Context: an optimization exercise on an open-source flow, tuned for small area. The choices shown serve that exercise and are no tape-out recipe. At most, simulation tests tie the RTL to the original design; equivalence was not proved. No activity file was given, so power comes from the tool's default toggle rates.

== v6 ==
## udp_echo_top
module udp_echo_top (
    input  logic                     clk,
    input  logic                     rst,
    input  logic                     i_hdr_valid,
    input  udp_proto_pkg::ip_addr_t  i_src_ip,
    input  udp_proto_pkg::udp_port_t i_src_port,
    input  udp_proto_pkg::udp_port_t i_dst_port,
    input  udp_proto_pkg::udp_len_t  i_length,
    input  logic                     i_pay_valid,
    input  logic [7:0]               i_pay_data,
    input  logic                     i_pay_last,
    input  logic                     i_hdr_ready,
    input  logic                     i_pay_ready,
    output logic                     o_hdr_valid,
    output udp_proto_pkg::ip_addr_t  o_dst_ip,
    output udp_proto_pkg::udp_port_t o_src_port,
    output udp_proto_pkg::udp_port_t o_dst_port,
    output udp_proto_pkg::udp_len_t  o_length,
    output logic                     o_pay_valid,
    output logic [7:0]               o_pay_data,
    output logic                     o_pay_last
);
    localparam int LEN_W = echo_buf_pkg::LEN_W;    
    localparam int HW    = 32 + 16 + LEN_W;    
    function automatic logic [6:0] step7(input logic [6:0] q, input logic up, input logic dn);
        logic [6:0] t;
        logic       all1;
        logic       all0;
        for (int i = 0; i < 7; i++) begin
            all1 = 1'b1;
            all0 = 1'b1;
            for (int j = 0; j < i; j++) begin
                all1 = all1 & q[j];
                all0 = all0 & !q[j];
            end
            t[i] = (up & all1) | (dn & all0);
        end
        step7 = q ^ t;
    endfunction
    function automatic logic [2:0] step3(input logic [2:0] q, input logic up, input logic dn);
        logic [2:0] t;
        t[0] = up | dn;
        t[1] = (up & q[0]) | (dn & !q[0]);
        t[2] = (up & q[0] & q[1]) | (dn & !q[0] & !q[1]);
        step3 = q ^ t;
    endfunction
    function automatic logic le7(input logic [6:0] a, input logic [6:0] b);
        logic gt;
        logic eq;
        gt = 1'b0;
        eq = 1'b1;
        for (int i = 6; i >= 0; i--) begin
            gt = gt | (eq & a[i] & !b[i]);
            eq = eq & (a[i] == b[i]);
        end
        le7 = !gt;
    endfunction
    logic                 pass;      
    logic                 hdr_wr;    
    logic                 admit;
    logic                 len_ok;
  ...
Size: about 800 flip-flops, ~190 I/O pins, about 28,000 µm² of cells after synthesis.
Settings: LEC_CHECK=0, CAP_MARGIN=20, CORE_MARGIN=2, CORE_UTILIZATION=45, PLACE_DENSITY=0.5, SLEW_MARGIN=20, SYNTH_HIERARCHICAL=1; clock period 8.0 ns.
standard.sh (not shown) runs the stock make flow with config.mk's settings and CLKGATE_MAP_FILE= SYNTH_SCRIPT=/design/flow/synth_recipe.tcl, a recipe that flattens the netlist after the stock synthesis.
==> flow/flow/run.sh <==
#!/bin/bash
# Standard ORFS layout with two changes: the port buffers are the smallest
# plain buffer (buf_1) and CTS builds larger sink clusters without dummy loads.
set -euo pipefail
cd "$(dirname "$0")/.."
export BUFFER_PORTS_ARGS="-buffer_cell sky130_fd_sc_hd__buf_1"
export CTS_ARGS="-sink_clustering_enable -repair_clock_nets -sink_clustering_size 17 -sink_clustering_max_diameter 55 -buf_list sky130_fd_sc_hd__clkbuf_8 -dont_use_dummy_load"
bash standard.sh > standard_make.log 2>&1
v6: full flow OK, the timing, design-rule and antenna checks passed
> inputs changed (v6 -> v7)
Settings: setting GPL_TIMING_DRIVEN to 0 for the first time; changing CORE_UTILIZATION from 45 to 50; changing PLACE_DENSITY from 0.5 to 0.55.
==> flow/flow/run.sh <==
#!/bin/bash
# Standard ORFS layout with two changes: the port buffers are the smallest
# plain buffer (buf_1) and CTS builds larger sink clusters without dummy loads.
set -euo pipefail
cd "$(dirname "$0")/.."
export BUFFER_PORTS_ARGS="-buffer_cell sky130_fd_sc_hd__buf_1"
export CTS_ARGS="-sink_clustering_enable -repair_clock_nets -sink_clustering_size 15 -sink_clustering_max_diameter 70 -buf_list sky130_fd_sc_hd__clkbuf_8 -dont_use_dummy_load"
bash standard.sh > standard_make.log 2>&1
## What came out
v7 vs. v6: register-to-register slack -0.84 ns, power per cell area -8.7 nW/µm².
Sort v7 and v6 by layout clock buffer count, ascending, and v7 comes first.
v6 has higher power than v7.
Comparing v7 and v6, the lower non-filler instance count after layout is on v7.

Setup of old:
Starting RTL as in the previous note.
Design udp_echo_top, start of the top module:
module udp_echo_top (
    input  logic                     clk,
    input  logic                     rst,
    input  logic                     i_hdr_valid,
    input  udp_proto_pkg::ip_addr_t  i_src_ip,
    input  udp_proto_pkg::udp_port_t i_src_port,
    input  udp_proto_pkg::udp_port_t i_dst_port,
    input  udp_proto_pkg::udp_len_t  i_length,
    input  logic                     i_pay_valid,
    input  logic [7:0]               i_pay_data,
    input  logic                     i_pay_last,
    input  logic                     i_hdr_ready,
    input  logic                     i_pay_ready,
    output logic                     o_hdr_valid,
    output udp_proto_pkg::ip_addr_t  o_dst_ip,
    output udp_proto_pkg::udp_port_t o_src_port,
    output udp_proto_pkg::udp_port_t o_dst_port,
    output udp_proto_pkg::udp_len_t  o_length,
    output logic                     o_pay_valid,
    output logic [7:0]               o_pay_data,
    output logic                     o_pay_last
);
Settings: LEC_CHECK=0, CAP_MARGIN=20, CORE_MARGIN=2, CORE_UTILIZATION=45, PLACE_DENSITY=0.65, SLEW_MARGIN=20, SYNTH_HIERARCHICAL=1; clock period 8.0 ns.
==> flow/flow/run.sh <==
#!/bin/bash
# Standard ORFS layout with two changes: the port buffers are the smallest
# plain buffer (buf_1) and CTS builds larger sink clusters without dummy loads.
set -euo pipefail
cd "$(dirname "$0")/.."
export BUFFER_PORTS_ARGS="-buffer_cell sky130_fd_sc_hd__buf_1"
export CTS_ARGS="-sink_clustering_enable -repair_clock_nets -sink_clustering_size 15 -sink_clustering_max_diameter 70 -buf_list sky130_fd_sc_hd__clkbuf_8 -dont_use_dummy_load"
bash standard.sh > standard_make.log 2>&1
For new, these inputs were changed with respect to old:
- PLACE_DENSITY changed from 0.65 to 0.5
==> flow/flow/run.sh <==
#!/bin/bash
# Standard ORFS layout with two changes: the port buffers are the smallest
# plain buffer (buf_1) and CTS builds larger sink clusters without dummy loads.
set -euo pipefail
cd "$(dirname "$0")/.."
export BUFFER_PORTS_ARGS="-buffer_cell sky130_fd_sc_hd__buf_1"
export CTS_ARGS="-sink_clustering_enable -repair_clock_nets -sink_clustering_size 30 -sink_clustering_max_diameter 60 -buf_list sky130_fd_sc_hd__clkbuf_16 -dont_use_dummy_load"
bash standard.sh > standard_make.log 2>&1
Results
Summary: setup slack, new better than old
Against old, maximum frequency in new rose slightly.
Looking at critical path launch point, the fr[4]$_SDFF_PP0_ result is from old; the fr[2]$_SDFF_PP0_ one comes from new.
Row power consumption: new higher / old lower
Count of clock-buffer cells in the layout (new over old): decrease, 15%

The RTL this note starts from:
==> flow/design.v <==
package udp_proto_pkg;
    typedef logic [31:0] ip_addr_t;
    typedef logic [15:0] udp_port_t;
    typedef logic [15:0] udp_len_t;
    localparam udp_port_t ECHO_PORT = 16'd1234;
    localparam udp_len_t UDP_HDR_BYTES = 16'd8;
endpackage
package echo_buf_pkg;
    localparam int PAYLOAD_DEPTH = 64;
    localparam int HDR_DEPTH = 4;
    localparam int PAYLOAD_CNT_W = $clog2(PAYLOAD_DEPTH + 1);
    localparam int LEN_W = 6;
endpackage
`timescale 1ns/1ps
module udp_echo_top (
    input  logic                     clk,
    input  logic                     rst,
    input  logic                     i_hdr_valid,
    input  udp_proto_pkg::ip_addr_t  i_src_ip,
    input  udp_proto_pkg::udp_port_t i_src_port,
    input  udp_proto_pkg::udp_port_t i_dst_port,
    input  udp_proto_pkg::udp_len_t  i_length,
    input  logic                     i_pay_valid,
    input  logic [7:0]               i_pay_data,
    input  logic                     i_pay_last,
    input  logic                     i_hdr_ready,
    input  logic                     i_pay_ready,
    output logic                     o_hdr_valid,
    output udp_proto_pkg::ip_addr_t  o_dst_ip,
    output udp_proto_pkg::udp_port_t o_src_port,
    output udp_proto_pkg::udp_port_t o_dst_port,
    output udp_proto_pkg::udp_len_t  o_length,
    output logic                     o_pay_valid,
    output logic [7:0]               o_pay_data,
    output logic                     o_pay_last
);
    localparam int LEN_W = echo_buf_pkg::LEN_W;    
    localparam int HW    = 32 + 16 + LEN_W;    
    logic                 pass;      
    logic                 hdr_wr;    
    logic                 admit;
    logic                 len_ok;
    logic                 queue_ok;
    logic                 pay_wr;
    logic [2:0]           hn;
    logic [3:0][HW-1:0]   hq;
    logic                 pending;
    logic                 hdr_empty;
    logic                 hdr_rd;
    logic [HW-1:0]        hq_head;
    logic [echo_buf_pkg::PAYLOAD_CNT_W-1:0] pn;
    logic [63:0][7:0]     pq;
    logic                 pay_rd;
    logic [LEN_W-1:0]     len_q;     
    logic                 tx_idle;
    assign len_ok   = (i_length[15:7] == '0) && (i_length[6:3] != '0) &&
                      ({1'b0, i_length[6:0]} + {1'b0, pn} <= 8'd72);
    assign queue_ok = (hn != 3'd4) || (hdr_wr && tx_idle);
    assign admit    = i_hdr_valid && (i_dst_port == udp_proto_pkg::ECHO_PORT) &&
                      len_ok && queue_ok;
    assign pay_wr    = pass && i_pay_valid;
    assign pending   = pass || hdr_wr;
    assign hdr_empty = (hn == 3'd0) || (hn == 3'd1 && pending);
    assign tx_idle   = !o_hdr_valid && !o_pay_valid;
    assign hdr_rd    = tx_idle && !hdr_empty;
    assign pay_rd    = o_pay_valid && i_pay_ready;
    always_ff @(posedge clk) begin
        if (rst) begin
            pass        <= 1'b0;
            hdr_wr      <= 1'b0;
            hn          <= '0;
            pn          <= '0;
            o_hdr_valid <= 1'b0;
            o_pay_valid <= 1'b0;
        end else begin
            if (i_hdr_valid) begin
                pass <= admit;
            end else if (i_pay_valid && i_pay_last) begin
                pass <= 1'b0;
            end
            hdr_wr <= pass && i_pay_valid && i_pay_last;
            hn     <= hn + 3'(admit) - 3'(hdr_rd);
            pn     <= pn + 7'(pay_wr) - 7'(pay_rd);
            if (hdr_rd) begin
                o_hdr_valid <= 1'b1;
            end else if (o_hdr_valid && i_hdr_ready) begin
                o_hdr_valid <= 1'b0;
                o_pay_valid <= 1'b1;
            end else if (pay_rd && o_pay_last) begin
                o_pay_valid <= 1'b0;
            end
        end
    end
    always_ff @(posedge clk) begin
        if (admit) begin
            hq <= {hq[2:0], hq[3]};
            hq[1] <= {i_src_ip, i_src_port, i_length[LEN_W-1:0]};
        end
        if (pay_wr) begin
            pq <= {pq[62:0], pq[63]};
            pq[1] <= i_pay_data;
        end
    end
    assign hq_head = hq[hn[1:0]];
    always_ff @(posedge clk) begin
        if (hdr_rd) begin
            o_dst_ip   <= hq_head[HW-1 -: 32];
            o_dst_port <= hq_head[LEN_W +: 16];
            len_q      <= hq_head[LEN_W-1:0];
        end else if (pay_rd) begin
            len_q      <= len_q - 1'b1;
        end
    end
    assign o_src_port = udp_proto_pkg::ECHO_PORT;
    assign o_length   = {9'b0, (len_q <= LEN_W'(8)), len_q};
    assign o_pay_data = pq[pn[5:0]];
    assign o_pay_last = (len_q == LEN_W'(9));
endmodule
clock: 8.0 ns
lec_check: 0
cap_margin: 20
core_margin: 2
core_utilization: 80
cts_buf_list: sky130_fd_sc_hd__clkbuf_4 sky130_fd_sc_hd__clkbuf_8
cts_cluster_diameter: 100
cts_cluster_size: 25
place_density: 0.85
slew_margin: 20
run.sh (not shown) runs the stock make flow with config.mk's settings and CLKGATE_MAP_FILE= SYNTH_SCRIPT=/design/flow/synth_recipe.tcl, a recipe that flattens the netlist after the stock synthesis.
Stock flow here: none of the scripts above is used.
The baseline died in detailed placement (3_5_place_dp), error DPL-0033.
Edit:
--- a/flow/config.mk
+++ b/flow/config.mk
@@ -10,5 +10,4 @@
-export CORE_UTILIZATION = 80
-export CTS_BUF_LIST = sky130_fd_sc_hd__clkbuf_4 sky130_fd_sc_hd__clkbuf_8
-export CTS_CLUSTER_DIAMETER = 100
-export CTS_CLUSTER_SIZE = 25
-export PLACE_DENSITY = 0.85
+export CORE_UTILIZATION = 75
+export CTS_BUF_LIST = sky130_fd_sc_hd__clkbuf_8
+export CTS_CLUSTER_SIZE = 30
+export PLACE_DENSITY = 0.8
Outcome:
- This time the run passed the timing, design-rule and antenna checks
- area after synthesis is unchanged
- synthesized cell count does not change
Edit:
--- a/flow/config.mk
+++ b/flow/config.mk
@@ -10 +10 @@
-export CORE_UTILIZATION = 75
+export CORE_UTILIZATION = 80
@@ -12,2 +12,3 @@
-export CTS_CLUSTER_SIZE = 30
-export PLACE_DENSITY = 0.8
+export CTS_CLUSTER_DIAMETER = 150
+export CTS_CLUSTER_SIZE = 40
+export PLACE_DENSITY = 0.85
The new run died in detailed placement (3_5_place_dp).
Synthesized cell count stays the same.
Synthesized area is unchanged.
Edit:
--- a/flow/config.mk
+++ b/flow/config.mk
@@ -10,5 +10,3 @@
-export CORE_UTILIZATION = 80
-export CTS_BUF_LIST = sky130_fd_sc_hd__clkbuf_8
-export CTS_CLUSTER_DIAMETER = 150
-export CTS_CLUSTER_SIZE = 40
-export PLACE_DENSITY = 0.85
+export CORE_UTILIZATION = 65
+export CTS_BUF_LIST = sky130_fd_sc_hd__clkbuf_4
+export CTS_CLUSTER_SIZE = 20
After rerunning: Now the flow produced a clean layout; synthesized cell count stays the same; synthesized area stays the same.
No functional check of the RTL was part of any run of this note.

## afterwards: timing with drivers on the ports
In the flow no input, the clock included, has a driving cell. The finished layouts below were timed again as built, in two steps.
Step 1 sets driving cells, clkbuf_16 on the clock port and buf_2 on the other inputs (assumed; they add their load-dependent delay and slew).
Step 2 times the ports against the registers' clock, not the clock port: input delays grow and output delays shrink by t, the midpoint of the rising clock arrivals with the driver on.
Three values: ideal ports, drivers, drivers and shift; two values: the first two.
run	t (ns)	setup slack, ns	hold WS [ns]	latest minus earliest clock arrival (ns)	worst register clock-pin slew, ns
v6	0.700	2.335 / 2.275 / 2.975	0.414 / 0.414 / 0.414	0.067 / 0.067	0.11 / 0.11
v7	0.704	1.631 / 1.575 / 2.279	0.385 / 0.385 / 0.385	0.084 / 0.085	0.10 / 0.10
old	0.726	2.256 / 2.194 / 2.920	0.387 / 0.387 / 0.387	0.131 / 0.130	0.11 / 0.11
new	0.657	2.314 / 2.250 / 2.907	0.414 / 0.414 / 0.414	0.053 / 0.053	0.11 / 0.11
the second run of note 3	0.724	2.607 / 2.554 / 2.684	0.435 / 0.435 / 0.435	0.032 / 0.032	0.07 / 0.07
the fourth run of note 3	1.087	1.933 / 1.878 / 2.759	0.429 / 0.429 / 0.429	0.041 / 0.040	0.08 / 0.08
After both steps every run listed still meets setup and hold.
